Background: an optimization exercise with open tools, aiming at a short achievable clock period and few clock cycles. Do not read the settings as production practice. In this exercise RTL edits were held to simulation tests only and were not proved equivalent to the original. Power is estimated from default activity; no workload was simulated.

<file path="design/flow/run.sh">
#!/bin/bash
# synth_recipe.tcl (not shown) runs the flow's synth.tcl, then flattens the netlist and writes it again
# the make line also repeats each setting of config.mk as NAME=value (left out here)
make -C /OpenROAD-flow-scripts/flow DESIGN_CONFIG=/design/flow/config.mk WORK_HOME=/design/flow/orfs CLKGATE_MAP_FILE= SYNTH_SCRIPT=/design/flow/synth_recipe.tcl finish
</file>
<file path="design/flow/config.mk">
export PLATFORM = sky130hd
export DESIGN_NAME = mips_core
export DESIGN_NICKNAME = mips_core
export VERILOG_FILES = /design/flow/design.v
export SDC_FILE = /design/flow/constraint.sdc
export NUM_CORES = 4
export LEC_CHECK = 0
export ABC_CLOCK_PERIOD_IN_PS = 2500
export CAP_MARGIN = 20
export CELL_PAD_IN_SITES_DETAIL_PLACEMENT = 1
export CELL_PAD_IN_SITES_GLOBAL_PLACEMENT = 2
export CORE_MARGIN = 2
export CORE_UTILIZATION = 35
export SETUP_SLACK_MARGIN = 5
export SLEW_MARGIN = 20
export TNS_END_PERCENT = 100
</file>
<file path="design/flow/constraint.sdc">
create_clock -name core_clock -period 8.0 [get_ports {clk}]
set_input_delay 1.6000 -clock core_clock [delete_from_list [all_inputs] [get_ports {clk}]]
set_output_delay 1.6000 -clock core_clock [all_outputs]
set_load 0.01 [all_outputs]
</file>
<file path="design/flow/design.v">
`default_nettype none
`default_nettype wire
`default_nettype none
package mips_pkg;
	typedef enum logic [5:0] {
		OP_SPECIAL = 6'h00,
		OP_BEQ     = 6'h04,
		OP_BNE     = 6'h05,
		OP_ADDIU   = 6'h09,
		OP_ORI     = 6'h0d,
		OP_LUI     = 6'h0f,
		OP_LW      = 6'h23,
		OP_SW      = 6'h2b
	} opcode_t;
	typedef enum logic [5:0] {
		FN_SLL  = 6'h00,
		FN_SRL  = 6'h02,
		FN_ADDU = 6'h21,
		FN_SUBU = 6'h23,
		FN_AND  = 6'h24,
		FN_OR   = 6'h25,
		FN_SLT  = 6'h2a
	} funct_t;
	typedef enum logic [2:0] {
		ALU_ADD,
		ALU_SUB,
		ALU_AND,
		ALU_OR,
		ALU_SLT,
		ALU_SLL,
		ALU_SRL,
		ALU_PASS_B
	} alu_op_t;
	typedef enum logic [1:0] {
		IMM_SIGN,
		IMM_ZERO,
		IMM_UPPER
	} imm_kind_t;
	typedef enum logic [1:0] {
		FWD_REG,
		FWD_FROM_M,
		FWD_FROM_W
	} fwd_sel_t;
endpackage
`default_nettype wire
`timescale 1ns/100ps
 `default_nettype none
`default_nettype wire
`default_nettype none
module mips_decoder (
	input  wire [32-1:0]    instr,
	output mips_pkg::alu_op_t       alu_op,
	output mips_pkg::imm_kind_t     imm_kind,
	output logic                    alu_src_imm,
	output logic                    shift_by_shamt,
	output logic                    reg_write,
	output logic [5-1:0] dest,
	output logic                    mem_read,
	output logic                    mem_write,
	output logic                    branch_eq,
	output logic                    branch_ne,
	output logic                    uses_rs,
	output logic                    uses_rt
);
	mips_pkg::opcode_t       opcode;
	mips_pkg::funct_t        funct;
	logic [5-1:0] rt;
	logic [5-1:0] rd;
	logic                    writes;
	assign opcode = mips_pkg::opcode_t'(instr[31:26]);
	assign funct  = mips_pkg::funct_t'(instr[5:0]);
	assign rt     = instr[20:16];
	assign rd     = instr[15:11];
	always_comb begin
		alu_op         = mips_pkg::ALU_ADD;
		imm_kind       = mips_pkg::IMM_SIGN;
		alu_src_imm    = 1'b0;
		shift_by_shamt = 1'b0;
		writes         = 1'b0;
		dest           = rt;
		mem_read       = 1'b0;
		mem_write      = 1'b0;
		branch_eq      = 1'b0;
		branch_ne      = 1'b0;
		uses_rs        = 1'b0;
		uses_rt        = 1'b0;
		case (opcode)
			mips_pkg::OP_SPECIAL: begin
				dest    = rd;
				writes  = 1'b1;
				uses_rs = 1'b1;
				uses_rt = 1'b1;
				case (funct)
					mips_pkg::FN_ADDU: alu_op = mips_pkg::ALU_ADD;
					mips_pkg::FN_SUBU: alu_op = mips_pkg::ALU_SUB;
					mips_pkg::FN_AND:  alu_op = mips_pkg::ALU_AND;
					mips_pkg::FN_OR:   alu_op = mips_pkg::ALU_OR;
					mips_pkg::FN_SLT:  alu_op = mips_pkg::ALU_SLT;
					mips_pkg::FN_SLL,
					mips_pkg::FN_SRL: begin
						alu_op         = (funct == mips_pkg::FN_SLL) ?
						                 mips_pkg::ALU_SLL : mips_pkg::ALU_SRL;
						shift_by_shamt = 1'b1;
						uses_rs        = 1'b0;
					end
					default: begin
						writes  = 1'b0;
						uses_rs = 1'b0;
						uses_rt = 1'b0;
					end
				endcase
			end
			mips_pkg::OP_ADDIU: begin
				alu_src_imm = 1'b1;
				writes      = 1'b1;
				uses_rs     = 1'b1;
			end
			mips_pkg::OP_ORI: begin
				alu_op      = mips_pkg::ALU_OR;
				imm_kind    = mips_pkg::IMM_ZERO;
				alu_src_imm = 1'b1;
				writes      = 1'b1;
				uses_rs     = 1'b1;
			end
			mips_pkg::OP_LUI: begin
				alu_op      = mips_pkg::ALU_PASS_B;
				imm_kind    = mips_pkg::IMM_UPPER;
				alu_src_imm = 1'b1;
				writes      = 1'b1;
			end
			mips_pkg::OP_LW: begin
				alu_src_imm = 1'b1;
				writes      = 1'b1;
				mem_read    = 1'b1;
				uses_rs     = 1'b1;
			end
			mips_pkg::OP_SW: begin
				alu_src_imm = 1'b1;
				mem_write   = 1'b1;
				uses_rs     = 1'b1;
				uses_rt     = 1'b1;
			end
			mips_pkg::OP_BEQ,
			mips_pkg::OP_BNE: begin
				branch_eq = (opcode == mips_pkg::OP_BEQ);
				branch_ne = (opcode == mips_pkg::OP_BNE);
				uses_rs   = 1'b1;
				uses_rt   = 1'b1;
			end
			default: ;
		endcase
	end
	assign reg_write = writes && (dest != '0);
endmodule
`default_nettype wire
`timescale 1ns/100ps
 `default_nettype none
`default_nettype wire
`default_nettype none
module mips_regfile (
	input  wire                     clk,
	input  wire                     rst_n,
	input  wire                     we,
	input  wire [5-1:0]  waddr,
	input  wire [32-1:0]    wdata,
	input  wire [5-1:0]  raddr_a,
	input  wire [5-1:0]  raddr_b,
	output logic [32-1:0]   rdata_a,
	output logic [32-1:0]   rdata_b
);
	logic [32-1:0] regs [32];
	always_ff @(posedge clk or negedge rst_n) begin
		if (!rst_n) begin
			for (int i = 0; i < 32; i++) begin
				regs[i] <= '0;
			end
		end else if (we && waddr != '0) begin
			regs[waddr] <= wdata;
		end
	end
	assign rdata_a = (raddr_a == '0) ? '0 :
	                 (we && waddr == raddr_a) ? wdata : regs[raddr_a];
	assign rdata_b = (raddr_b == '0) ? '0 :
	                 (we && waddr == raddr_b) ? wdata : regs[raddr_b];
endmodule
`default_nettype wire
`timescale 1ns/100ps
 `default_nettype none
`default_nettype wire
`default_nettype none
module mips_alu (
	input  wire [31:0]  a,
	input  wire [31:0]  b,
	input  wire [31:0]  sb,
	input  wire [3:0]   sh_lo,    
	input  wire [7:0]   shl_hi,   
	input  wire [7:0]   shr_hi,   
	input  wire         op_and,
	input  wire         op_or,
	output logic [31:0] p,       
	output logic [31:0] c,       
	output logic [31:0] oth,     
	output logic        lt       
);
	logic [31:0] g, sum;
	assign p = a ^ b;
	assign g = a & b;
	always_comb begin
		logic [31:0] gg, pp, gn, pn;
		gg = g;
		pp = p;
		for (int d = 1; d < 32; d = d * 2) begin
			for (int i = 0; i < 32; i++) begin
				if (i >= d) begin
					gn[i] = gg[i] | (pp[i] & gg[i-d]);
					pn[i] = pp[i] & pp[i-d];
				end else begin
					gn[i] = gg[i];
					pn[i] = pp[i];
				end
			end
			gg = gn;
			pp = pn;
		end
		c = {gg[30:0], 1'b0};
	end
	assign sum = p ^ c;
	assign lt  = (a[31] == b[31]) ? ~a[31] : ~sum[31];
	assign oth = ({32{op_and}} & g) |
	             ({32{op_or}}  & (g | p)) |
	             shl | shr;
	logic [31:0] l1, r1, shl, shr;
	always_comb begin
		l1  = '0;
		r1  = '0;
		shl = '0;
		shr = '0;
		for (int k = 0; k < 4; k++) begin
			l1 = l1 | ((sb << k) & {32{sh_lo[k]}});
			r1 = r1 | ((sb >> k) & {32{sh_lo[k]}});
		end
		for (int j = 0; j < 8; j++) begin
			shl = shl | ((l1 << (4 * j)) & {32{shl_hi[j]}});
			shr = shr | ((r1 >> (4 * j)) & {32{shr_hi[j]}});
		end
	end
endmodule
`default_nettype wire
`timescale 1ns/100ps
 `default_nettype none
`default_nettype wire
`default_nettype none
module mips_hazard_unit (
	input  wire [5-1:0]  rs_d,
	input  wire [5-1:0]  rt_d,
	input  wire                     uses_rs_d,
	input  wire                     uses_rt_d,
	input  wire                     branch_d,
	input  wire [5-1:0]  rs_e,
	input  wire [5-1:0]  rt_e,
	input  wire [5-1:0]  dest_e,
	input  wire                     reg_write_e,
	input  wire                     mem_read_e,
	input  wire [5-1:0]  dest_m,
	input  wire                     reg_write_m,
	input  wire                     mem_read_m,
	input  wire [5-1:0]  dest_w,
	input  wire                     reg_write_w,
	output mips_pkg::fwd_sel_t      fwd_a_e,
	output mips_pkg::fwd_sel_t      fwd_b_e,
	output mips_pkg::fwd_sel_t      fwd_a_d,
	output mips_pkg::fwd_sel_t      fwd_b_d,
	output logic                    stall
);
	logic load_use;
	logic branch_wait;
	function automatic logic [1:0] pick_e(input logic [5-1:0] src);
		if (reg_write_m && dest_m == src)
			pick_e = mips_pkg::FWD_FROM_M;
		else if (reg_write_w && dest_w == src)
			pick_e = mips_pkg::FWD_FROM_W;
		else
			pick_e = mips_pkg::FWD_REG;
	endfunction
	function automatic logic [1:0] pick_d(input logic [5-1:0] src);
		if (reg_write_m && !mem_read_m && dest_m == src)
			pick_d = mips_pkg::FWD_FROM_M;
		else
			pick_d = mips_pkg::FWD_REG;
	endfunction
	function automatic logic reads_reg(input logic [5-1:0] dest);
		reads_reg = (uses_rs_d && rs_d == dest) || (uses_rt_d && rt_d == dest);
	endfunction
	always_comb begin
		fwd_a_e = mips_pkg::fwd_sel_t'(pick_e(rs_e));
		fwd_b_e = mips_pkg::fwd_sel_t'(pick_e(rt_e));
		fwd_a_d = mips_pkg::fwd_sel_t'(pick_d(rs_d));
		fwd_b_d = mips_pkg::fwd_sel_t'(pick_d(rt_d));
	end
	always_comb begin
		load_use    = mem_read_e && reg_write_e && reads_reg(dest_e);
		branch_wait = branch_d &&
		              ((reg_write_e && reads_reg(dest_e)) ||
		               (mem_read_m && reg_write_m && reads_reg(dest_m)));
		stall       = load_use || branch_wait;
	end
endmodule
`default_nettype wire
`timescale 1ns/100ps
 `default_nettype none
`default_nettype wire
`default_nettype none
module mips_core (
	input  wire                    clk,
	input  wire                    rst_n,
	input  wire [32-1:0]   imem_data,
	input  wire [32-1:0]   dmem_rdata,
	output logic [32-1:0]  imem_addr,
	output logic [32-1:0]  dmem_addr,
	output logic [32-1:0]  dmem_wdata,
	output logic                   dmem_we
);
	localparam int BHT_AW = 6;
	localparam int BHT_N  = 1 << BHT_AW;
	logic [31:2]  pc_f;
	logic [31:0]  ir_d;
	logic [31:1]  rs_oh0_d, rt_oh0_d;    
	logic [31:1]  rs_ohn1_d, rt_ohn1_d;  
	logic [31:1]  rs_oh2_d, rt_oh2_d;    
	logic [31:1]  rs_ohn3_d, rt_ohn3_d;  
	logic         valid_d;
	logic [31:2]  pc_d;
	logic [31:0]  a_e;         
	logic [31:0]  b_e;         
	logic [31:0]  sb_e;        
	logic [31:0]  ca_e, cb_e;  
	logic [31:0]  sd_e;        
	logic         sdl_e;       
	logic [3:0]   sh_lo_e;
	logic [7:0]   shl_hi_e, shr_hi_e;
	logic         arith_e, op_sub_e, op_slt_e, op_and_e, op_or_e;
	logic         regw_e, ld_e, st_e;
	logic [4:0]   dest_e;
	logic         br_e, beq_e, pred_e;
	logic [31:2]  alt_e;
	logic [BHT_AW-1:0] bidx_e;
	logic         bv_e;
	logic [1:0]   bc_e;
	logic [31:0]  alu_m;
	logic [31:0]  daddr_m;
	logic [31:0]  wdata_m;
	logic         we_m;
	logic         regw_m, ld_m;
	logic [4:0]   dest_m;
	logic [31:1]  wen_m;       
	logic [31:0]  rf [1:31];
	logic         bht_v [BHT_N];
	logic [1:0]   bht_c [BHT_N];
	logic [5:0]   op_d, fn_d;
	logic [4:0]   rs_d, rt_d, rd_d;
	logic [15:0]  imm_d;
	logic         r_addu, r_subu, r_and, r_or, r_slt, r_sll, r_srl;
	logic         i_addiu, i_ori, i_lui, i_lw, i_sw, i_beq, i_bne;
	logic         writes_d, regw_d, uses_a, uses_b, use_imm, ld_d, st_d, sh_d, bq_d;
	logic [4:0]   dest_d;
	logic [31:0]  imm_ext_d;
	assign op_d  = ir_d[31:26];
	assign fn_d  = ir_d[5:0];
	assign rs_d  = ir_d[25:21];
	assign rt_d  = ir_d[20:16];
	assign rd_d  = ir_d[15:11];
	assign imm_d = ir_d[15:0];
	localparam int DEC_W = 19;
	function automatic logic [DEC_W-1:0] predecode(input logic [31:0] w);
		logic [5:0] op, fn;
		logic       r, addu, subu, andr, orr, slt, sll, srl;
		logic       addiu, ori, lui, lw, sw, beq, bne, wr;
		logic [4:0] dst;
		op    = w[31:26];
		fn    = w[5:0];
		r     = (op == 6'h00);
		addu  = r && (fn == 6'h21);
		subu  = r && (fn == 6'h23);
		andr  = r && (fn == 6'h24);
		orr   = r && (fn == 6'h25);
		slt   = r && (fn == 6'h2a);
		sll   = r && (fn == 6'h00);
		srl   = r && (fn == 6'h02);
		addiu = (op == 6'h09);
		ori   = (op == 6'h0d);
		lui   = (op == 6'h0f);
		lw    = (op == 6'h23);
		sw    = (op == 6'h2b);
		beq   = (op == 6'h04);
		bne   = (op == 6'h05);
		wr    = addu | subu | andr | orr | slt | sll | srl | addiu | ori | lui | lw;
		dst   = r ? w[15:11] : w[20:16];
		predecode = {
			wr && (dst != 5'd0),                                             
			addiu | ori | lui | lw | sw,                                     
			addu | subu | andr | orr | slt | sll | srl | beq | bne,          
			addu | subu | andr | orr | slt | addiu | ori | lw | sw | beq | bne,  
			wr,                                                              
			bne, beq, sw, lw, lui, ori, addiu,                               
			srl, sll, slt, orr, andr, subu, addu                             
		};
	endfunction
	logic [DEC_W-1:0] dec_d;
	logic [4:0]       dest_pre_d;
	logic             wnz_d, imm_pre_d, ub_pre_d, ua_pre_d, wr_pre_d;
	assign {wnz_d, imm_pre_d, ub_pre_d, ua_pre_d, wr_pre_d,
	        i_bne, i_beq, i_sw, i_lw, i_lui, i_ori, i_addiu,
	        r_srl, r_sll, r_slt, r_or, r_and, r_subu, r_addu} = dec_d;
	assign writes_d = valid_d & wr_pre_d;
	assign dest_d   = dest_pre_d;
	assign regw_d   = valid_d & wnz_d;
	assign uses_a   = valid_d & ua_pre_d;
	assign uses_b   = valid_d & ub_pre_d;
	assign ld_d     = valid_d & i_lw;
	assign st_d     = valid_d & i_sw;
	assign sh_d     = r_sll | r_srl;
	assign bq_d     = i_beq | i_bne;
	assign use_imm  = imm_pre_d;
	always_comb begin
		if (i_ori)
			imm_ext_d = {16'h0000, imm_d};
		else if (i_lui)
			imm_ext_d = {imm_d, 16'h0000};
		else
			imm_ext_d = {{16{imm_d[15]}}, imm_d};
	end
	logic [31:0]  res_x;
	logic [31:0]  res_m;
	logic [31:0]  rf_a, rf_b, val_a, val_b, opa_d, opb_d;
	logic         m_a, m_b, e_a, e_b;
	logic         stall;
	assign res_m = ld_m ? dmem_rdata : alu_m;
	always_comb begin
		rf_a = '0;
		rf_b = '0;
		for (int i = 1; i < 32; i++) begin
			rf_a = rf_a | (rf[i] & {{8{~rs_ohn3_d[i]}}, {8{rs_oh2_d[i]}}, {8{~rs_ohn1_d[i]}}, {8{rs_oh0_d[i]}}});
			rf_b = rf_b | (rf[i] & {{8{~rt_ohn3_d[i]}}, {8{rt_oh2_d[i]}}, {8{~rt_ohn1_d[i]}}, {8{rt_oh0_d[i]}}});
		end
	end
	logic [4:0]   rs_f, rt_f;
	assign rs_f = imem_data[25:21];
	assign rt_f = imem_data[20:16];
	always_ff @(posedge clk or negedge rst_n) begin
		if (!rst_n) begin
			e_a <= 1'b0;
			e_b <= 1'b0;
			m_a <= 1'b0;
			m_b <= 1'b0;
		end else if (stall) begin
			e_a <= 1'b0;
			e_b <= 1'b0;
			m_a <= regw_e && (dest_e == rs_d);
			m_b <= regw_e && (dest_e == rt_d);
		end else begin
			e_a <= regw_d && (dest_d == rs_f);
			e_b <= regw_d && (dest_d == rt_f);
			m_a <= regw_e && (dest_e == rs_f);
			m_b <= regw_e && (dest_e == rt_f);
		end
	end
	assign val_a = m_a ? res_m : rf_a;
	assign val_b = m_b ? res_m : rf_b;
	assign opa_d = e_a ? res_x : val_a;
	assign opb_d = e_b ? res_x : val_b;
	logic         inv_d;
	logic [31:0]  a_oth_d, b_oth_d;
	assign inv_d   = r_subu | r_slt;
	assign a_oth_d = uses_a ? (val_a ^ {32{inv_d}}) : 32'd0;
	assign b_oth_d = use_imm ? imm_ext_d : val_b;
	assign stall = ld_e && ((uses_a && e_a) || (uses_b && e_b));
	logic         isbr_d, pred_d;
	logic [31:2]  seq_d, target_d;
	logic [BHT_AW-1:0] bidx_d;
	logic         bv_d;      
	logic [1:0]   bc_d;
	assign seq_d    = pc_f + 30'd1;
	always_comb begin
		logic [31:2] ta, tb, tp, tg, gn, pn;
		ta = pc_f;
		tb = {{14{imm_d[15]}}, imm_d};
		tp = ta ^ tb;
		tg = ta & tb;
		for (int d = 1; d < 30; d = d * 2) begin
			for (int i = 2; i < 32; i++) begin
				if (i - 2 >= d) begin
					gn[i] = tg[i] | (tp[i] & tg[i-d]);
					pn[i] = tp[i] & tp[i-d];
				end else begin
					gn[i] = tg[i];
					pn[i] = tp[i];
				end
			end
			tg = gn;
			tp = pn;
		end
		target_d = (ta ^ tb) ^ {tg[30:2], 1'b0};
	end
	assign bidx_d   = pc_d[BHT_AW+1:2];
	assign isbr_d   = valid_d && bq_d && (imm_d != 16'd1);
	assign pred_d   = isbr_d && (bv_d ? bc_d[1] : (imm_d[15] | i_bne));
	logic [31:0]  sum_x, p_x, c_x, oth_x, oth_slt_x, fwd_a_x;
	logic         lt_x;
	logic         eq_x, taken_x, mis_x;
	mips_alu u_alu (
		.a      (a_e),
		.b      (b_e),
		.sb     (sb_e),
		.sh_lo  (sh_lo_e),
		.shl_hi (shl_hi_e),
		.shr_hi (shr_hi_e),
		.op_and (op_and_e),
		.op_or  (op_or_e),
		.p      (p_x),
		.c      (c_x),
		.oth    (oth_x),
		.lt     (lt_x)
	);
	assign sum_x     = p_x ^ c_x;
	assign oth_slt_x = {oth_x[31:1], oth_x[0] | (op_slt_e & lt_x)};
	assign res_x     = arith_e ? (p_x ^ c_x ^ {32{op_sub_e}}) : oth_slt_x;
	assign fwd_a_x   = arith_e ? (p_x ^ {32{op_sub_e ^ inv_d}} ^ c_x) : (oth_slt_x ^ {32{inv_d}});
	assign eq_x    = (ca_e == cb_e);
	assign taken_x = beq_e ? eq_x : !eq_x;
	assign mis_x   = br_e && (taken_x != pred_e);
	logic [31:2]  pc_next;
	logic [31:2]  pc_out;      
	assign pc_next   = mis_x ? alt_e : (stall ? pc_f : (pred_d ? target_d : seq_d));
	assign imem_addr = {pc_out, 2'b00};
	always_ff @(posedge clk or negedge rst_n) begin
		if (!rst_n) begin
			pc_f    <= '0;
			valid_d <= 1'b0;
		end else begin
			pc_f    <= pc_next;
			valid_d <= mis_x ? 1'b0 : (stall ? valid_d : 1'b1);
		end
	end
	always_ff @(posedge clk) begin
		pc_out <= rst_n ? pc_next : 30'd0;
	end
	always_ff @(posedge clk or negedge rst_n) begin
		if (!rst_n) begin
			ir_d       <= 32'h0000_0000;
			dec_d      <= predecode(32'h0000_0000);
			dest_pre_d <= '0;
		end else if (!stall) begin
			ir_d       <= imem_data;
			dec_d      <= predecode(imem_data);
			dest_pre_d <= (imem_data[31:26] == 6'h00) ? imem_data[15:11] : imem_data[20:16];
		end
	end
	logic [31:1]  rs_oh_f, rt_oh_f;
	always_comb begin
		for (int i = 1; i < 32; i++) begin
			rs_oh_f[i] = (imem_data[25:21] == i);
			rt_oh_f[i] = (imem_data[20:16] == i);
		end
	end
	always_ff @(posedge clk) begin
		if (!stall) begin
			rs_oh0_d  <= rs_oh_f;
			rt_oh0_d  <= rt_oh_f;
			rs_ohn1_d <= ~rs_oh_f;
			rt_ohn1_d <= ~rt_oh_f;
		end
	end
	always_ff @(posedge clk or negedge rst_n) begin
		if (!rst_n) begin
			rs_oh2_d  <= '0;
			rt_oh2_d  <= '0;
			rs_ohn3_d <= '1;
			rt_ohn3_d <= '1;
		end else if (!stall) begin
			rs_oh2_d  <= rs_oh_f;
			rt_oh2_d  <= rt_oh_f;
			rs_ohn3_d <= ~rs_oh_f;
			rt_ohn3_d <= ~rt_oh_f;
		end
	end
	always_ff @(posedge clk) begin
		if (!stall) begin
			pc_d <= pc_f;
			bc_d <= bht_c[pc_f[BHT_AW+1:2]];
		end
	end
	always_ff @(posedge clk or negedge rst_n) begin
		if (!rst_n)
			bv_d <= 1'b0;
		else if (!stall)
			bv_d <= bht_v[pc_f[BHT_AW+1:2]];
	end
	always_ff @(posedge clk or negedge rst_n) begin
		if (!rst_n) begin
			regw_e <= 1'b0;
			ld_e   <= 1'b0;
			st_e   <= 1'b0;
			br_e   <= 1'b0;
			dest_e <= '0;
		end else begin
			regw_e <= regw_d && !stall;
			ld_e   <= ld_d && !stall;
			st_e   <= st_d && !stall;
			br_e   <= isbr_d && !stall;
			dest_e <= stall ? 5'd0 : dest_d;
		end
	end
	always_ff @(posedge clk) begin
		a_e      <= (uses_a && e_a) ? fwd_a_x : a_oth_d;
		b_e      <= (!use_imm && e_b) ? res_x : b_oth_d;
		sd_e     <= opb_d;
		sdl_e    <= ld_e && e_b;
		for (int k = 0; k < 4; k++)
			sh_lo_e[k] <= (ir_d[7:6] == k);
		for (int j = 0; j < 8; j++) begin
			shl_hi_e[j] <= r_sll && (ir_d[10:8] == j);
			shr_hi_e[j] <= r_srl && (ir_d[10:8] == j);
		end
		arith_e  <= r_addu | i_addiu | i_lw | i_sw | r_subu;
		op_sub_e <= r_subu;
		op_slt_e <= r_slt;
		op_and_e <= r_and;
		op_or_e  <= r_or | i_ori | i_lui;
		beq_e    <= i_beq;
		pred_e   <= pred_d;
		alt_e    <= pred_d ? seq_d : target_d;
		bidx_e   <= bidx_d;
		bv_e     <= bv_d;
		bc_e     <= bc_d;
		if (sh_d)
			sb_e <= opb_d;
		if (bq_d) begin
			ca_e <= opa_d;
			cb_e <= opb_d;
		end
	end
	always_ff @(posedge clk or negedge rst_n) begin
		if (!rst_n) begin
			regw_m <= 1'b0;
			ld_m   <= 1'b0;
			we_m   <= 1'b0;
			dest_m <= '0;
			wen_m  <= '0;
		end else begin
			regw_m <= regw_e;
			ld_m   <= ld_e;
			we_m   <= st_e;
			dest_m <= dest_e;
			for (int i = 1; i < 32; i++)
				wen_m[i] <= regw_e && (dest_e == i);
		end
	end
	always_ff @(posedge clk) begin
		alu_m   <= res_x;
		daddr_m <= sum_x;
		wdata_m <= sdl_e ? dmem_rdata : sd_e;
	end
	assign dmem_addr  = daddr_m;
	assign dmem_wdata = wdata_m;
	assign dmem_we    = we_m;
	for (genvar i = 1; i < 32; i++) begin : g_rf
		always_ff @(posedge clk or negedge rst_n) begin
			if (!rst_n)
				rf[i] <= '0;
			else if (wen_m[i])
				rf[i] <= res_m;
		end
	end
	logic              br_u, taken_u, bv_u;
	logic [1:0]        bc_u;
	logic [BHT_AW-1:0] bidx_u;
	always_ff @(posedge clk or negedge rst_n) begin
		if (!rst_n)
			br_u <= 1'b0;
		else
			br_u <= br_e;
	end
	always_ff @(posedge clk) begin
		taken_u <= taken_x;
		bv_u    <= bv_e;
		bc_u    <= bc_e;
		bidx_u  <= bidx_e;
	end
	always_ff @(posedge clk or negedge rst_n) begin
		if (!rst_n) begin
			for (int i = 0; i < BHT_N; i++)
				bht_v[i] <= 1'b0;
		end else if (br_u) begin
			bht_v[bidx_u] <= 1'b1;
		end
	end
	always_ff @(posedge clk) begin
		if (br_u) begin
			if (!bv_u)
				bht_c[bidx_u] <= taken_u ? 2'd3 : 2'd0;
			else if (taken_u)
				bht_c[bidx_u] <= (bc_u == 2'd3) ? 2'd3 : bc_u + 2'd1;
			else
				bht_c[bidx_u] <= (bc_u == 2'd0) ? 2'd0 : bc_u - 2'd1;
		end
	end
endmodule
`default_nettype wire
</file>
==> results.toml, run 1 <==
[status]
outcome = "timing/DRC/antenna clean"

[synthesis]
async_flop_share = 0.6663
synth_compound_area_frac = 0.2258
yosysWarnings = 4
synth_fa_ha_area_frac = 0.01379
ys_seq_area_frac = 0.5442
synth_top_flop_cell = "dfrtp_1"
synth_mux_area_frac = 0.02421
synth_top_family_by_area = "compound AO/OA/AOI/OAI gates"
syn_area_per_cell_sq_um = 9.965
synth_xor_area_frac = 0.01822
ys_ff_latch = 1963
synth-edff-count = 356
yosys.area_share.simple = 0.1287
syn_inst = 9126
synthTopCellsByArea = "dfrtp_1 34%, edfxtp_1 12%, a21oi_1 7.0%"
yosysUniqueCellTypes = 110
synth_top_area_cell = "dfrtp_1"
synth.top_cell.area_share = 0.3423
syn_area_sq_mm = 0.09094

[min_path]
worstHoldPathType = "flop to flop"
min-delay-start = "bidx_e[3]$_DFF_P_"

[detailed_routing]
wl_per_cell_um = 39.98
drc = 0
drt_wl_total_um = 512500
vias = 83000
dr.first_iter.drc_count = 10780
ant_nets = 0
first_pass_iters = 6
routed_via_density = 6.475

[setup_path]
ff2ff_setup_slack_ns = 4.78
critPathSlowestCell = "a2111o_1"
critPathMaxStageDelay_ns = 0.47
crit_end = "sb_e[24]$_DFFE_PP_"
path_buf_inv = 0
cp_max_fo = 5
startpoint = "a_e[0]$_DFF_P_"
rr_startpoint = "a_e[0]$_DFF_P_"
worst_setup_path_end_kind = "flop"
r2r_end = "sb_e[24]$_DFFE_PP_"
cp_top_family = "compound AO/OA/AOI/OAI gates"
cp_cell_sequence = "ha_4 > fa_2 > a211oi_4 > o21ai_4 > a32o_2 > a2111o_1 > o2111a_1 > or3_4 > o21ai_4"
crit_type = "flop to flop"
reg2regPathDepth = 9
worstPathArrival_ns = 3.93
crit_path_frequent_cell = "o21ai_4"
cp-start-kind = "flop"
worstPathRequired_ns = 8.71
cp.depth = 9

[clock_tree]
cts_hold_buf = 0
clkSlewWorstSetupHoldPaths_ns = 0.06
cts-root-buf = "clkbuf_16"
worstSkewPairLatency_ns = 0.99
htree_levels = 4
cts_buffers = 227
clock-sinks = 1963
cts_tree = "done"
cts_buffer_depth = 4

[sta]
hold_viol_final = 0
fin_crit_sh = 0.4024
rsz0062_at_grt = "yes"
fmax_mhz = 310.6
worst_slew_pin_slew_ns = 1.233
min_period_ns = 3.220
clock_skew_ns = 0.09433
slew_headroom = 0.1782
drv_slew = 0
fin_tns_setup_ns = 0
setup_viol = 0

[global_routing]
first_global_vias = 80710
overflow = 0
antenna_found_initial = 33
grt_pass1_wl_um = 695900
grt_max_degree = 153
track_usage = 0.3787

[die]
start_util = 0.3511
rows = 187
die_y_um = 513.7
fp.coreArea_sq_mm = 0.2590
fp.dieW_um = 513.7
die-area_sq_mm = 0.2639
io_pins = 163

[final_layout]
syn_to_final_growth_pct = 19.59
nets = 9377
layout-drive-gt1-share = 0.1748

[place]
port-buffer-count = 160
hpwl_um = 334600
gp_congestion = 0.9470

[pwr]
power.leakage_nw = 42.72
finalPower_mw = 29.61
powerDensity_mw_per_mm2 = 272.2
irDropWorstVdd_mv = 0.2229

[run]
cap_violations = 0
[Yosys cell counts (73+ instances only)]
master,instances
clkbuf_1,606
dfxtp_1,299
a22o_1,359
nor2_1,1333
nand2_1,506
a21o_1,119
o21ai_0,213
inv_1,308
a22oi_1,278
nor3_1,73
a21oi_1,1272
xor2_1,82
dfrtp_1,1244
edfxtp_1,356
nand4_1,196
xnor2_1,84
a221oi_1,416
ha_1,97
nand3_1,136
or2_2,75
[metrics by stage]
stage | hold WS [ns] | util | setup WS, ns | cell area, sq um | std cells
after floorplan | 0.3096 | - | 4.070 | 90970 | 9127
after global placement | 0.3104 | 0.3718 | 3.401 | 96290 | 12170
after detailed placement | 0.3135 | 0.3721 | 3.414 | 96380 | 12170
after CTS | 0.3283 | 0.4125 | 4.736 | 106800 | 12710
after global routing | 0.3356 | 0.4198 | 4.773 | 108700 | 12810
final | 0.3240 | 0.4199 | 4.780 | 108800 | 12820
[report_power, final]
part / internal (mW) / switching (mW) / total (mW)
Combinational: 2.58 / 3.71 / 6.29
Sequential: 11.2 / 1.04 / 12.2
Clock: 6.40 / 4.69 / 11.1
Total: 20.2 / 9.43 / 29.6
[sequential cells by signal, summed over array words and instances, names as in the netlist, 32 cells and up]
name / count
wdata_m: 32
daddr_m: 32
sd_e: 32
b_e: 32
ca_e: 32
sb_e: 32
bht_c: 128
alu_m: 32
a_e: 32
cb_e: 32
rf: 992
bht_v: 64
[logic make-up (layout without fill, tap and decap cells)]
logic type,Yosys count,after routing
AOI/OAI and AO/OA,3047,3047
other,1,14
muxes,160,163
adders and majority gates,99,99
buffers and inverters,1050,1323
and+or+nand+nor,2631,2633
DFF,1963,1963
xor gates and xnor gates,175,175
[cell usage in the layout, fill, tap and decap left out, types with 39 or more instances in the layout]
master,count
mux2i_4,39
and2_1,39
edfxtp_1,356
a211oi_1,40
xnor2_1,77
or2_2,73
a221oi_1,412
ha_1,47
dfrtp_1,1183
clkbuf_8,50
clkdlybuf4s50_1,63
mux2_2,46
inv_1,288
clkbuf_1,42
buf_6,95
nand3_1,129
a22o_1,357
clkbuf_16,235
nor2_1,1320
nand4_1,196
buf_4,345
nand2_1,495
dfxtp_2,70
mux4_2,43
a21o_1,110
clkinv_2,55
nor2b_1,64
xor2_1,81
nor3_1,58
ha_4,43
and3_1,50
a21oi_1,1252
a22oi_1,276
o21ai_0,168
dfstp_2,64
dfxtp_1,214
[timing repair]
action	4_1_cts	5_1_grt
setup endpoints to repair	625	389
gates resized for setup	879	242
pin swaps	62	96
hold endpoints to repair	0	0
cloned	11	2
setup buffers	109	90
[layer usage]
metal / share of wire / up-vias / wire, um / GRT usage
met5: 0.00018 / - / 94 / 0
met4: 0.057 / 14 / 29090 / 0.1822
met3: 0.092 / 1140 / 47230 / 0.08982
met2: 0.42 / 4527 / 216100 / 0.5459
met1: 0.43 / 43710 / 220000 / 0.5314
li1: - / 33610 / - / -
[worst min-delay path by stage]
| stage | to | slack, ns | depth (start not counted) |
|---|---|---|---|
| after global placement | bidx_u[1]$_DFF_P_ | 0.31 | 0 |
| final | bidx_u[3]$_DFF_P_ | 0.32 | 0 |
| after CTS | bidx_u[1]$_DFF_P_ | 0.33 | 0 |
| after detailed placement | bidx_u[1]$_DFF_P_ | 0.31 | 0 |
| after floorplan | bc_u[0]$_DFF_P_ | 0.31 | 0 |
| after global routing | bc_u[1]$_DFF_P_ | 0.34 | 0 |
[final cells by class]
class	count	area [sq um]
diodes	12	30.03
clock buffers	323	6643
clock inverters	99	1186
fillers	28110	150300
inverters	324	1315
multi-input cells	6119	40080
flip-flops and latches	1963	49800
well taps	3402	4257
repair buffers	577	5454
[worst register-to-register path: stages, from the launching register on]
cell      delay, ns
dfxtp_2        0.34
ha_4           0.19
fa_2           0.38
a211oi_4       0.31
o21ai_4        0.10
a32o_2         0.37
a2111o_1       0.48
o2111a_1       0.18
or3_4          0.42
o21ai_4        0.24
Testbench counts, summed over its fixed seeds: cycles 83,102.
==> inputs of run 2 (changes only) <==
--- a/design/flow/config.mk
+++ b/design/flow/config.mk
@@ -5,6 +5,7 @@
 export SDC_FILE = /design/flow/constraint.sdc
 export NUM_CORES = 4
 export LEC_CHECK = 0
+export ABC_AREA = 1
 export ABC_CLOCK_PERIOD_IN_PS = 2500
 export CAP_MARGIN = 20
 export CELL_PAD_IN_SITES_DETAIL_PLACEMENT = 1
==> results.toml, run 2 <==
[synthesis]
synth.top_cell.area_share = 0.3261
syn_area_sq_mm = 0.09547
syn_inst = 11950
synth_fa_ha_area_frac = 0.01313
synth_top_family_by_area = "simple AND/OR/NAND/NOR gates"
yosysMostFrequentCell = "nand2_1"
ys_seq_area_frac = 0.5183
synthTopCellsByArea = "dfrtp_1 33%, nand2_1 15%, edfxtp_1 11%"
synth_xor_area_frac = 0.009947
synth_top_area_cell = "dfrtp_1"
synth-edff-count = 356
synth_compound_area_frac = 0.1465
yosys-top-cells-count = "3874 x nand2_1, 1544 x o21ai_0, 1244 x dfrtp_1, 979 x inv_1, 716 x nor2_1"
syn_area_per_cell_sq_um = 7.989
synth_mux_area_frac = 0.0003145
yosysUniqueCellTypes = 76
async_flop_share = 0.6663
ys_ff_latch = 1963
synth_top_flop_cell = "dfrtp_1"
yosysWarnings = 4
yosys.area_share.simple = 0.2438

[detailed_routing]
dr.first_iter.drc_count = 11690
ant_nets = 0
routed_via_density = 5.943
first_pass_iters = 6
vias = 94240
wl_per_cell_um = 34.86
drt_wl_total_um = 552800
drc = 0

[setup_path]
critPathSlowestCell = "edfxtp_1"
reg2regPathDepth = 7
critPathMaxStageDelay_ns = 0.71
ff2ff_setup_slack_ns = 4.86
rr_startpoint = "rt_oh0_d[24]$_DFFE_PN_"
worstPathRequired_ns = 8.58
cp-start-kind = "flop"
worst_setup_path_end_kind = "flop"
cp_cell_sequence = "nand2_1 > nand3_1 > nor4_2 > nand4_1 > nand2_2 > buf_4 > o21ai_0"
cp_max_fo = 8
worstPathArrival_ns = 3.72
r2r_end = "cb_e[2]$_DFFE_PN_"
crit_type = "flop to flop"

[min_path]
min-delay-start = "bidx_e[2]$_DFF_P_"
worstHoldPathType = "flop to flop"
holdPathStages = 0
hold_path_end = "bidx_u[2]$_DFF_P_"

[pwr]
irDropWorstVdd_mv = 0.2086
powerDensity_mw_per_mm2 = 265.4
power.leakage_nw = 52.08

[final_layout]
syn_to_final_growth_pct = 17.48
fin_util = 0.4139
nFillCells = 32000
final_common_cell = "nand2_1"
layout-drive-gt1-share = 0.1113
top_regs = "rf (992), bht_c (128), bht_v (64)"
multi_input_area_sq_mm = 0.04081
layout_common_cells = "3833 x nand2_1, 1498 x o21ai_0, 1231 x dfrtp_1, 944 x inv_1, 693 x nor2_1"
nets = 12240
seq_area_sq_mm = 0.04962
regMostFlops = "rf"
largest_register_ffs = 992

[sta]
rsz0062_at_grt = "yes"
clock_skew_ns = 0.04992
holdWs_ns = 0.3254
worst_slew_pin_slew_ns = 1.263
min_period_ns = 3.139
fin_crit_sh = 0.3923
setup_viol = 0
drv_slew = 0
hold_viol_final = 0
fmax_mhz = 318.6
fin_tns_setup_ns = 0
slew_headroom = 0.1493

[global_routing]
first_global_vias = 91680
grt_max_degree = 167
track_usage = 0.3873
overflow = 0
grt_pass1_wl_um = 752100
antenna_found_initial = 59

[clock_tree]
worstSkewPairLatency_ns = 0.95
cts-root-buf = "clkbuf_16"
clkSlewWorstSetupHoldPaths_ns = 0.06
cts_tree = "done"
cts_buffer_depth = 4
clock-sinks = 1963
cts_buffers = 231
htree_levels = 4

[die]
fp.coreArea_sq_mm = 0.2710
rows = 191
start_util = 0.3523
fp.dieW_um = 526.3
io_pins = 163
die_y_um = 526.3
die-area_sq_mm = 0.2770

[place]
gp_congestion = 0.9895
port-buffer-count = 160
hpwl_um = 387100

[status]
outcome = "timing/DRC/antenna clean"

[run]
cap_violations = 0
## run 2: what timing repair did
item	4_1_cts	5_1_grt
gates cloned	10	3
setup buffers	76	85
gates resized for setup	676	181
pin swaps	20	21
endpoints found under the setup margin	666	300
hold buffers	0	0
## run 2: layer usage
| metal | vias up | routed length [um] | track usage |
|---|---|---|---|
| li1 | 39920 | - | - |
| met1 | 48280 | 237800 | 0.5465 |
| met2 | 4975 | 231800 | 0.5657 |
| met3 | 1050 | 55840 | 0.09053 |
| met4 | 22 | 26900 | 0.1626 |
| met5 | - | 384 | 0 |
## run 2: stage by stage
step                      std cells  setup WS [ns]  cell area [sq um]  power, mW
after floorplan               11950          5.239              95490      15.16
after global placement        15230          2.812             100800      17.91
after detailed placement      15240          3.062             100900      18.05
after CTS                     15750          4.889             110500      29.61
after global routing          15840          4.887             112100      30.89
final                         15860          4.861             112200      29.77
## run 2: cell families after synthesis
kind of cell / Yosys count
xor gates and xnor gates: 105
adders and majority gates: 99
muxes: 3
AOI/OAI and AO/OA: 2445
DFF: 1963
buffers and inverters: 1692
other: 1
and+or+nand+nor: 5643
## run 2: worst max-delay path by stage
| stage | startpoint | endpoint | slack [ns] | cells after the start |
|---|---|---|---|---|
| 6_report | rt_oh0_d[24]$_DFFE_PN_ | cb_e[2]$_DFFE_PN_ | 4.86 | 7 |
| 3_3_place_gp | e_b$_DFF_PN0_ | e_a$_DFF_PN0_ | 2.81 | 9 |
| 2_1_floorplan | imem_data[31] | dec_d[18]$_DFFE_PN0N_ | 5.24 | 9 |
| 5_1_grt | a_e[6]$_DFF_P_ | cb_e[25]$_DFFE_PN_ | 4.89 | 16 |
| 4_1_cts | we_m$_DFF_PN0_ | dmem_we | 4.89 | 1 |
| 3_5_place_dp | e_b$_DFF_PN0_ | rt_oh2_d[30]$_DFFE_PN0N_ | 3.06 | 9 |
## run 2: layout make-up
type	count	area share
flip-flops and latches	1963	0.4424
multi-input cells	8302	0.3638
clock buffers	339	0.06065
repair buffers	537	0.04517
well taps	3570	0.03982
inverters	1039	0.03618
clock inverters	89	0.01157
diodes	19	0.0004239
## run 2: critical path: cells and delay by family (launching register included)
family | cells | cell delay [ns]
flip-flops | 1 | 0.71
AND/OR/NAND/NOR | 5 | 1.63
AO/OA/AOI/OAI | 1 | 0.24
buffers and inverters | 1 | 0.18
## run 2: power breakdown
part           total [mW]  internal [mW]  switching [mW]
combinational        6.09           1.85            4.24
sequential           12.2           11.2           0.996
clock                11.5           6.73            4.73
total                29.8           19.8            9.97
==> inputs of run 3 (changes only) <==
--- a/design/flow/design.v
+++ b/design/flow/design.v
@@ -632,12 +632,9 @@
 		bidx_e   <= bidx_d;
 		bv_e     <= bv_d;
 		bc_e     <= bc_d;
-		if (sh_d)
-			sb_e <= opb_d;
-		if (bq_d) begin
-			ca_e <= opa_d;
-			cb_e <= opb_d;
-		end
+		sb_e     <= opb_d;
+		ca_e     <= opa_d;
+		cb_e     <= opb_d;
 	end
 	always_ff @(posedge clk or negedge rst_n) begin
 		if (!rst_n) begin
--- a/design/flow/config.mk
+++ b/design/flow/config.mk
@@ -5,7 +5,6 @@
 export SDC_FILE = /design/flow/constraint.sdc
 export NUM_CORES = 4
 export LEC_CHECK = 0
-export ABC_AREA = 1
 export ABC_CLOCK_PERIOD_IN_PS = 2500
 export CAP_MARGIN = 20
 export CELL_PAD_IN_SITES_DETAIL_PLACEMENT = 1
==> results.toml, run 3 <==
[synthesis]
synth_top_area_cell = "dfrtp_1"
yosysWarnings = 4
ys_seq_area_frac = 0.5379
ys_ff_latch = 1899
synth-edff-count = 260
syn_area_sq_mm = 0.08784
synth_top_flop_cell = "dfrtp_1"
synthTopCellsByArea = "dfrtp_1 35%, edfxtp_1 8.9%, dfxtp_1 7.5%"
yosysUniqueCellTypes = 104
async_flop_share = 0.6888
synth.top_cell.area_share = 0.3544
syn_area_per_cell_sq_um = 9.807
syn_inst = 8957
yosysMostFrequentCell = "nor2_1"
yosys-top-cells-count = "1324 x nor2_1, 1275 x a21oi_1, 1244 x dfrtp_1, 614 x clkbuf_1, 539 x nand2_1"

[die]
fp.coreArea_sq_mm = 0.2491
io_pins = 163
die_y_um = 505.0
fp.dieW_um = 505.0
die-area_sq_mm = 0.2550
start_util = 0.3526
rows = 183

[sta]
clock_skew_ns = 0.04890
fin_crit_sh = 0.3920
fin_tns_setup_ns = 0
fmax_mhz = 318.9
fin_ws_ns = 4.864
setup_viol = 0
drv_slew = 0
slew_headroom = 0.1790
hold_viol_final = 0
min_period_ns = 3.136
rsz0062_at_grt = "yes"
worst_slew_pin_slew_ns = 1.232

[setup_path]
worstPathArrival_ns = 3.91
cp-start-kind = "flop"
path_buf_inv = 1
critPathMaxStageDelay_ns = 0.53
cp_cell_sequence = "clkinv_2 > a22o_1 > a221oi_1 > nand4_1 > o21ai_2 > nor2_1 > a41o_1 > xnor2_1 > nor2_1"
crit_path_frequent_cell = "nor2_1"
worstPathRequired_ns = 8.77
cp_max_fo = 9
worst_setup_path_end_kind = "flop"
critPathSlowestCell = "dfstp_2"
crit_type = "flop to flop"
cp_top_family = "compound AO/OA/AOI/OAI gates"

[clock_tree]
worstSkewPairLatency_ns = 0.91
cts-root-buf = "clkbuf_16"
cts_buffer_depth = 3
cts_buffers = 219
clkSlewWorstSetupHoldPaths_ns = 0.06
htree_levels = 4
cts_tree = "done"
clock-sinks = 1899
cts_hold_buf = 0

[global_routing]
overflow = 0
antenna_found_initial = 23
first_global_vias = 78510
grt_max_degree = 160
track_usage = 0.3752
grt_pass1_wl_um = 670700

[place]
gp_congestion = 0.9472
port-buffer-count = 160
hpwl_um = 320400
dpl-instance-area_sq_mm = 0.09310
dpl_worst_slack_ns = 3.334

[final_layout]
fin_area_sq_mm = 0.1050
regMostFlops = "rf"
nets = 9199
largest_register_ffs = 992
final_common_cell = "nor2_1"
layout-drive-gt1-share = 0.1780
multi_input_area_sq_mm = 0.03925
syn_to_final_growth_pct = 19.54
nFillCells = 27350
top_regs = "rf (992), bht_c (128), bht_v (64)"
layout_common_cells = "1305 x nor2_1, 1241 x a21oi_1, 1186 x dfrtp_1, 533 x nand2_1, 449 x a221oi_1"
seq_area_sq_mm = 0.04757

[detailed_routing]
first_pass_iters = 9
dr.first_iter.drc_count = 10650
ant_nets = 0
drt_wl_total_um = 493700
drc = 0
vias = 80590
routed_via_density = 6.413
wl_per_cell_um = 39.29

[pwr]
p_clk_frac = 0.367
p_sw_mw = 9.406
comb_power_share = 0.219
power.leakage_nw = 41.64
p_int_mw = 19.39
powerDensity_mw_per_mm2 = 274.2
irDropWorstVdd_mv = 0.2140
swShare = 0.3267
seq_power_share = 0.413

[min_path]
worstHoldPathType = "flop to flop"

[status]
outcome = "timing/DRC/antenna clean"

[run]
cap_violations = 0
-- run 3: cell types whose count changed after synthesis, moves of 150 or more --
cell	before	now
a22o_1	110	381
nand4_1	348	198
a221oi_1	108	451
nor2_1	716	1324
inv_1	979	292
nand2_1	3874	539
o21ai_0	1544	231
nand3_1	432	149
a22oi_1	3	246
a21oi_1	248	1275
-- run 3: cells by family after synthesis --
family,Yosys count,share of synthesized area
AOI/OAI and AO/OA,3006,0.2295
buffers and inverters,1044,0.04571
adders and majority gates,99,0.01427
xor gates and xnor gates,181,0.02001
muxes,154,0.02432
DFF,1899,0.5379
other,1,0.00004269
and+or+nand+nor,2573,0.1283
-- run 3: layout make-up --
type / instances / area share
Sequential cell: 1899 / 0.4530
Clock inverter: 101 / 0.01151
Multi-Input combinational cell: 6021 / 0.3738
Inverter: 326 / 0.01273
Antenna cell: 6 / 0.0001430
Tap cell: 3330 / 0.03968
Timing Repair Buffer: 567 / 0.04897
Clock buffer: 316 / 0.06016
-- run 3: through the flow --
step	power [mW]	std cells	hold slack (ns)	utilization
global placement	17.28	11930	0.3099	0.3737
global route	29.83	12560	0.3377	0.4215
CTS	28.45	12470	0.3282	0.4140
finish	28.79	12570	0.3255	0.4215
floorplan	14.79	8958	0.3096	-
detailed placement	17.35	11930	0.3138	0.3737
-- run 3: path summary, 6_finish.rpt --
check,startpoint,depth (start not counted),slack [ns],to
setup / recovery,rs_ohn3_d[25]$_DFFE_PN1N_,9,4.86,a_e[24]$_DFF_P_
hold / removal,bc_e[1]$_DFF_P_,0,0.33,bc_u[1]$_DFF_P_
setup reg to reg,rs_ohn3_d[25]$_DFFE_PN1N_,9,4.86,a_e[24]$_DFF_P_
hold reg to reg,bc_e[1]$_DFF_P_,0,0.33,bc_u[1]$_DFF_P_
max in group asynchronous,rst_n,3,5.15,wen_m[23]$_DFF_PN0_
min in group asynchronous,rst_n,1,0.68,dec_d[4]$_DFFE_PN0N_
-- run 3: per-layer routing --
metal / vias up / global-route usage / share of wire / wire length (um)
met2: 4405 / 0.5574 / 0.43 / 213300
met1: 42180 / 0.5173 / 0.42 / 209300
met3: 1120 / 0.08702 / 0.090 / 44260
met4: 16 / 0.1712 / 0.054 / 26700
met5: - / 0.003191 / 0.00031 / 151
li1: 32870 / - / - / -
-- run 3: power groups by stage --
stage / logic (mW) / registers [mW] / clock network [mW]
after floorplan: 3.26 / 11.5 / 0
after global placement: 5.25 / 12.0 / 0
after detailed placement: 5.31 / 12.0 / 0
after CTS: 5.85 / 11.9 / 10.7
after global routing: 6.74 / 12.0 / 11.1
final: 6.31 / 11.9 / 10.6
-- run 3: repair_timing --
item | CTS | global route
pin swaps | 101 | 101
buffers inserted | 112 | 87
gates cloned | 8 | 6
endpoints found under the setup margin | 589 | 421
gates resized for setup | 864 | 225
Testbench counts of run 3, summed over its fixed seeds: cycles 83,102.
==> inputs of run 4 (changes only) <==
==> design/flow/flow/run.sh (new file) <==
#!/bin/bash
set -euo pipefail
bash standard.sh SETUP_SLACK_MARGIN=5.4 finish > make_finish.log 2>&1
==> design/flow/standard.sh (new file) <==
#!/bin/bash
# synth_recipe.tcl (not shown) runs the flow's synth.tcl, then flattens the netlist and writes it again
# the make line also repeats each setting of config.mk as NAME=value (left out here)
make -C /OpenROAD-flow-scripts/flow DESIGN_CONFIG=/design/flow/config.mk WORK_HOME=/design/flow/orfs CLKGATE_MAP_FILE= SYNTH_SCRIPT=/design/flow/synth_recipe.tcl "${@:-finish}"
--- a/design/flow/config.mk
+++ b/design/flow/config.mk
@@ -11,6 +11,5 @@
 export CELL_PAD_IN_SITES_GLOBAL_PLACEMENT = 2
 export CORE_MARGIN = 2
 export CORE_UTILIZATION = 35
-export SETUP_SLACK_MARGIN = 5
 export SLEW_MARGIN = 20
 export TNS_END_PERCENT = 100
removed: design/flow/run.sh
==> results.toml, run 4 <==
[setup_path]
reg2regPathDepth = 11
worst_setup_path_end_kind = "flop"
cp_max_fo = 4
crit_type = "flop to flop"
cp-start-kind = "flop"
worstPathArrival_ns = 3.91
worstPathRequired_ns = 8.78

[global_routing]
overflow = 0
grt_pass1_wl_um = 689600
antenna_found_initial = 20
grt_max_degree = 143
first_global_vias = 80270
track_usage = 0.3872

[die]
die-area_sq_mm = 0.2550
die_y_um = 505.0
start_util = 0.3526
fp.coreArea_sq_mm = 0.2491
rows = 183
io_pins = 163
fp.dieW_um = 505.0

[place]
gp_congestion = 0.9365
hpwl_um = 319000
port-buffer-count = 160

[final_layout]
top_regs = "rf (992), bht_c (128), bht_v (64)"
syn_to_final_growth_pct = 25.67
nFillCells = 27010
seq_area_sq_mm = 0.04769
layout-drive-gt1-share = 0.2310
regMostFlops = "rf"
layout_common_cells = "1293 x nor2_1, 1215 x a21oi_1, 1174 x dfrtp_1, 503 x nand2_1, 455 x buf_4"
largest_register_ffs = 992
nets = 9453
fin_util = 0.4431
final_common_cell = "nor2_1"
multi_input_area_sq_mm = 0.04127

[detailed_routing]
drt_wl_total_um = 511800
vias = 82890
wl_met1_um = 215100
drc = 0
ant_nets = 0
top_layer = "met5"
wl_met2_um = 217900
wl_met3_um = 49390
first_pass_iters = 10
routed_via_density = 6.466
dr.first_iter.drc_count = 10960
wl_per_cell_um = 39.92

[synthesis]
ys_seq_area_frac = 0.5379
yosysWarnings = 4
yosysMostFrequentCell = "nor2_1"
synth_top_flop_cell = "dfrtp_1"
synth.top_cell.area_share = 0.3544
yosysUniqueCellTypes = 104
syn_inst = 8957
syn_area_sq_mm = 0.08784
async_flop_share = 0.6888
synth-edff-count = 260
synth_top_area_cell = "dfrtp_1"
synthTopCellsByArea = "dfrtp_1 35%, edfxtp_1 8.9%, dfxtp_1 7.5%"
syn_area_per_cell_sq_um = 9.807
yosys-top-cells-count = "1324 x nor2_1, 1275 x a21oi_1, 1244 x dfrtp_1, 614 x clkbuf_1, 539 x nand2_1"
ys_ff_latch = 1899

[sta]
fin_crit_sh = 0.3914
hold_viol_final = 0
fin_tns_setup_ns = 0
holdWs_ns = 0.3251
clock_skew_ns = 0.04734
slew_headroom = 0.2121
drv_slew = 0
setup_viol = 0
rsz0062_at_grt = "yes"
fmax_mhz = 319.3
worst_slew_pin_slew_ns = 1.182
min_period_ns = 3.132

[clock_tree]
clkSlewWorstSetupHoldPaths_ns = 0.06
htree_levels = 4
cts_tree = "done"
worstSkewPairLatency_ns = 0.90
clock-sinks = 1899
cts_buffer_depth = 3
cts_hold_buf = 0
cts-root-buf = "clkbuf_16"
cts_buffers = 216

[pwr]
power.leakage_nw = 43.93
powerDensity_mw_per_mm2 = 271.7
finalPower_mw = 29.99
irDropWorstVdd_mv = 0.2299

[min_path]
holdPathStages = 0
worstHoldPathType = "flop to flop"

[status]
outcome = "timing/DRC/antenna clean"

[run]
cap_violations = 0
[run 4: cell count changes in the layout (fill, tap and decap cells not counted), sizes merged, moves of 2 or more]
cell | before | now
buf | 495 | 736
clkinv | 93 | 104
clkbuf | 320 | 313
bufbuf | 4 | 10
inv | 292 | 298
clkinvlp | 24 | 21
clkdlybuf4s50 | 59 | 57
[run 4: final timing paths]
check	start	to	slack, ns
hold / removal	bidx_e[4]$_DFF_P_	bidx_u[4]$_DFF_P_	0.33
hold reg to reg	bidx_e[4]$_DFF_P_	bidx_u[4]$_DFF_P_	0.33
min in group asynchronous	rst_n	rf[3][31]$_DFFE_PN0P_	0.73
setup reg to reg	a_e[0]$_DFF_P_	sd_e[20]$_DFF_P_	4.87
max in group asynchronous	rst_n	rf[31][9]$_DFFE_PN0P_	5.38
setup / recovery	a_e[0]$_DFF_P_	sd_e[20]$_DFF_P_	4.87
[run 4: stage by stage]
step	area [sq um]	setup WS [ns]	std cells
after floorplan	88120	5.044	8958
after detailed placement	93250	3.344	11920
final	110400	4.868	12820
after global routing	110400	4.839	12820
after CTS	107400	4.891	12670
after global placement	93170	3.287	11910
[run 4: report_power, final]
part | switching, mW | internal (mW) | leakage, nW
logic | 4.24 | 3.23 | 21.8
clock network | 4.52 | 6.02 | 3.64
registers | 1.16 | 10.8 | 18.5
[run 4: critical path, stage by stage, from the launching register on]
cell	delay (ns)
dfxtp_4	0.36
ha_4	0.19
fa_2	0.37
a21o_1	0.21
and4_4	0.18
buf_6	0.12
o2111ai_4	0.21
nand3_4	0.18
o21ai_4	0.20
xnor3_2	0.37
a21oi_4	0.36
a21o_1	0.25
[run 4: area by class of cell]
cell class | instances | area share
diodes | 6 | 0.0001360
clock buffers | 306 | 0.05605
clock inverters | 107 | 0.01120
inverters | 326 | 0.01249
multi-input cells | 6020 | 0.3739
flip-flops and latches | 1899 | 0.4320
well taps | 3330 | 0.03775
repair buffers | 816 | 0.07538
repair inverters | 9 | 0.001088
[run 4: cells by family (layout without fill, tap and decap cells)]
| kind of cell | count (synthesis) | in the layout | synth area share |
|---|---|---|---|
| buf+inv | 1044 | 1564 | 0.04571 |
| compound gates | 3006 | 3006 | 0.2295 |
| flops | 1899 | 1899 | 0.5379 |
| xor+xnor | 181 | 181 | 0.02001 |
| other cells | 1 | 8 | 0.00004269 |
| simple gates | 2573 | 2573 | 0.1283 |
| fa+ha+maj | 99 | 99 | 0.01427 |
| mux | 154 | 159 | 0.02432 |
[run 4: what timing repair did]
item / CTS / global route
gates cloned: 29 / 6
gates resized for setup: 1333 / 378
buffers inserted: 309 / 140
pin swaps: 190 / 190
endpoints found under the setup margin: 1320 / 1107
[run 4: layer usage]
metal	GRT usage	up-vias
li1	-	33360
met3	0.09224	1230
met1	0.5388	43400
met2	0.5649	4894
met4	0.1835	8
met5	0	-
==> inputs of run 5 (changes only) <==
--- a/design/flow/design.v
+++ b/design/flow/design.v
@@ -333,7 +333,6 @@
 	logic [31:0]  a_e;         
 	logic [31:0]  b_e;         
 	logic [31:0]  sb_e;        
-	logic [31:0]  ca_e, cb_e;  
 	logic [31:0]  sd_e;        
 	logic         sdl_e;       
 	logic [3:0]   sh_lo_e;
@@ -525,7 +524,7 @@
 	assign oth_slt_x = {oth_x[31:1], oth_x[0] | (op_slt_e & lt_x)};
 	assign res_x     = arith_e ? (p_x ^ c_x ^ {32{op_sub_e}}) : oth_slt_x;
 	assign fwd_a_x   = arith_e ? (p_x ^ {32{op_sub_e ^ inv_d}} ^ c_x) : (oth_slt_x ^ {32{inv_d}});
-	assign eq_x    = (ca_e == cb_e);
+	assign eq_x    = (a_e == b_e);
 	assign taken_x = beq_e ? eq_x : !eq_x;
 	assign mis_x   = br_e && (taken_x != pred_e);
 	logic [31:2]  pc_next;
@@ -633,8 +632,6 @@
 		bv_e     <= bv_d;
 		bc_e     <= bc_d;
 		sb_e     <= opb_d;
-		ca_e     <= opa_d;
-		cb_e     <= opb_d;
 	end
 	always_ff @(posedge clk or negedge rst_n) begin
 		if (!rst_n) begin
==> results.toml, run 5 <==
[status]
outcome = "timing/DRC/antenna clean"

[sta]
clock_skew_ns = 0.04373
slew_headroom = 0.1828
rsz0062_at_grt = "yes"
hold_viol_final = 0
fin_tns_setup_ns = 0
min_period_ns = 3.187
fin_crit_sh = 0.3983
drv_slew = 0
fmax_mhz = 313.8
setup_viol = 0
worst_slew_pin_slew_ns = 1.226

[detailed_routing]
drc = 0
drt_wl_total_um = 501900
wl_per_cell_um = 39.91
first_pass_iters = 10
vias = 81660
dr.first_iter.drc_count = 11370
ant_nets = 0
routed_via_density = 6.494

[synthesis]
synth_top_family_by_area = "compound AO/OA/AOI/OAI gates"
synth_mux_area_frac = 0.02343
syn_area_per_cell_sq_um = 9.782
yosysMostFrequentCell = "nor2_1"
yosysUniqueCellTypes = 106
synth_fa_ha_area_frac = 0.01452
yosysWarnings = 4
synth-edff-count = 260
async_flop_share = 0.7006
synth.top_cell.area_share = 0.3605
synth_compound_area_frac = 0.2308
ys_seq_area_frac = 0.5397
ys_ff_latch = 1867
synth_xor_area_frac = 0.01668
synth_top_area_cell = "dfrtp_1"
syn_inst = 8828
synth_top_flop_cell = "dfrtp_1"
synthTopCellsByArea = "dfrtp_1 36%, edfxtp_1 9.0%, a21oi_1 7.4%"
yosys-top-cells-count = "1318 x nor2_1, 1279 x a21oi_1, 1244 x dfrtp_1, 600 x clkbuf_1, 501 x nand2_1"
yosys.area_share.simple = 0.1288
syn_area_sq_mm = 0.08636

[die]
rows = 182
fp.dieW_um = 500.7
io_pins = 163
fp.coreArea_sq_mm = 0.2457
start_util = 0.3515
die_y_um = 500.7
die-area_sq_mm = 0.2507

[pwr]
power.leakage_nw = 43.29
irDropWorstVdd_mv = 0.1957
powerDensity_mw_per_mm2 = 272.3

[clock_tree]
cts_buffers = 214
cts_tree = "done"
htree_levels = 4
clock-sinks = 1867
cts_buffer_depth = 3
cts-root-buf = "clkbuf_16"
clkSlewWorstSetupHoldPaths_ns = 0.06
worstSkewPairLatency_ns = 0.89

[setup_path]
critPathMaxStageDelay_ns = 0.58
cp_cell_sequence = "inv_1 > a22o_1 > a221oi_1 > nand4_1 > o21ai_2 > nor2b_1 > o22ai_2"
worstPathArrival_ns = 3.90
worstPathRequired_ns = 8.72
critPathSlowestCell = "o21ai_2"
cp_top_family = "compound AO/OA/AOI/OAI gates"
crit_type = "flop to flop"
cp-start-kind = "flop"
path_buf_inv = 1
cp_max_fo = 8
worst_setup_path_end_kind = "flop"

[place]
dpl-instance-area_sq_mm = 0.09205
hpwl_um = 318000
port-buffer-count = 160
dp_cells = 11730
gp_congestion = 0.9441

[global_routing]
track_usage = 0.3885
antenna_found_initial = 32
first_global_vias = 79700
overflow = 0
grt_max_degree = 152
grt_pass1_wl_um = 677600

[final_layout]
layoutNonFillerInstCount = 12580
regMostFlops = "rf"
final_common_cell = "nor2_1"
top_regs = "rf (992), bht_c (128), bht_v (64)"
nets = 9319
syn_to_final_growth_pct = 25.31
fin_area_sq_mm = 0.1082
layout_common_cells = "1284 x nor2_1, 1214 x a21oi_1, 1193 x dfrtp_1, 469 x nand2_1, 451 x buf_4"
layout-drive-gt1-share = 0.2158
largest_register_ffs = 992

[run]
cap_violations = 0

[min_path]
worstHoldPathType = "flop to flop"
==> run 5: changes by cell type after synthesis, moves of 13 or more <==
| cell | previous run | this run |
|---|---|---|
| xor2_1 | 77 | 44 |
| inv_1 | 292 | 316 |
| a22o_1 | 381 | 366 |
| a221oi_1 | 451 | 428 |
| dfxtp_1 | 331 | 299 |
| clkbuf_1 | 614 | 600 |
| nand2_1 | 539 | 501 |
| a22oi_1 | 246 | 278 |
| a21o_1 | 107 | 94 |
==> run 5: what timing repair did <==
item                                    CTS  global route
setup endpoints to repair              1605           755
pin swaps                               180           166
endpoints found under the hold margin     0             0
resized for setup                      1185           316
hold buffers                              0             0
gates cloned                             19             7
buffers inserted                        298           107
==> run 5: logic make-up after synthesis <==
| family | count (synthesis) |
|---|---|
| DFF | 1867 |
| xor gates and xnor gates | 144 |
| AOI/OAI and AO/OA | 2990 |
| muxes | 145 |
| and+or+nand+nor | 2538 |
| adders and majority gates | 99 |
| buffers and inverters | 1044 |
| other | 1 |
==> run 5: final cells by class <==
type                            instances  area [sq um]
Tap cell                             3220          4029
Clock buffer                          305          6161
Timing Repair Buffer                  799          8159
Multi-Input combinational cell       5923         40230
Antenna cell                           13         32.53
Fill cell                           26500        137500
Clock inverter                         99          1284
Inverter                              346          1409
Timing Repair inverter                  3         38.79
Sequential cell                      1867         46870
==> run 5: path summary, 6_finish.rpt <==
path	from	endpoint	slack [ns]	depth (start not counted)
setup / recovery	rt_ohn3_d[29]$_DFFE_PN1N_	b_e[30]$_DFF_P_	4.81	7
hold / removal	bc_e[0]$_DFF_P_	bc_u[0]$_DFF_P_	0.33	0
setup reg to reg	rt_ohn3_d[29]$_DFFE_PN1N_	b_e[30]$_DFF_P_	4.81	7
hold reg to reg	bc_e[0]$_DFF_P_	bc_u[0]$_DFF_P_	0.33	0
max in group asynchronous	rst_n	rf[5][11]$_DFFE_PN0P_	5.49	3
min in group asynchronous	rst_n	rf[2][10]$_DFFE_PN0P_	0.68	1
==> run 5: worst reg2reg max path: stages, from the launching register on <==
cell	delay [ns]
dfstp_2	0.53
inv_1	0.50
a22o_1	0.43
a221oi_1	0.29
nand4_1	0.32
o21ai_2	0.58
nor2b_1	0.24
o22ai_2	0.12
==> run 5: routing by layer <==
layer / global-route usage / up-vias / share of wire
li1: - / 32930 / -
met1: 0.5267 / 42690 / 0.42
met2: 0.5845 / 4731 / 0.44
met3: 0.09113 / 1281 / 0.090
met4: 0.1839 / 29 / 0.058
met5: 0 / - / 0.00048
==> run 5: per-stage QoR <==
step	setup WS [ns]	hold WS [ns]	power, mW	utilization
after floorplan	5.094	0.3096	14.50	-
after global placement	3.372	0.3125	16.95	0.3743
after detailed placement	3.341	0.3132	17.04	0.3747
after CTS	4.871	0.3287	28.92	0.4302
after global routing	4.754	0.3336	30.44	0.4403
final	4.813	0.3273	29.47	0.4404
==> run 5: where the power goes <==
part / internal [mW] / total, mW / switching (mW)
Clock: 6.15 / 10.6 / 4.43
Combinational: 3.12 / 7.24 / 4.12
Sequential: 10.6 / 11.7 / 1.06
Total: 19.9 / 29.5 / 9.60
Testbench counts of run 5, summed over its fixed seeds: cycles 83,102.

==> static timing again, ports no longer ideal <==
In the flow no input, the clock included, has a driving cell. The finished layouts below were timed again as built, in two steps.
Step 1, drivers: a clkbuf_16 drives clk and a buf_2 each remaining input, both assumed.
Step 2 adds t to the input delays and takes it off the output delays; t is the mean of the earliest and latest rising clock arrival at the registers after step 1. Input paths then give back, and output paths get back, about the clock's delay inside the block.
a / b / c = no drivers / after step 1 / after step 2; a / b = the first two.
| run | t, ns | setup WS [ns] | slew at the worst register clock pin (ns) |
|---|---|---|---|
| run 1 | 1.048 | 4.780 / 4.780 / 3.806 | 0.07 / 0.07 |
| run 2 | 1.018 | 4.861 / 4.861 / 4.050 | 0.07 / 0.07 |
| run 3 | 0.988 | 4.864 / 4.864 / 4.043 | 0.07 / 0.07 |
| run 4 | 0.994 | 4.868 / 4.868 / 4.143 | 0.07 / 0.07 |
| run 5 | 0.968 | 4.813 / 4.813 / 4.078 | 0.07 / 0.07 |
After both steps setup and hold are still met in every run listed. For run 1, which loses most, drivers alone change the setup slack by 0.000 ns; drivers and shift together by -0.974 ns. The worst setup slack also covers recovery checks on asynchronous resets.
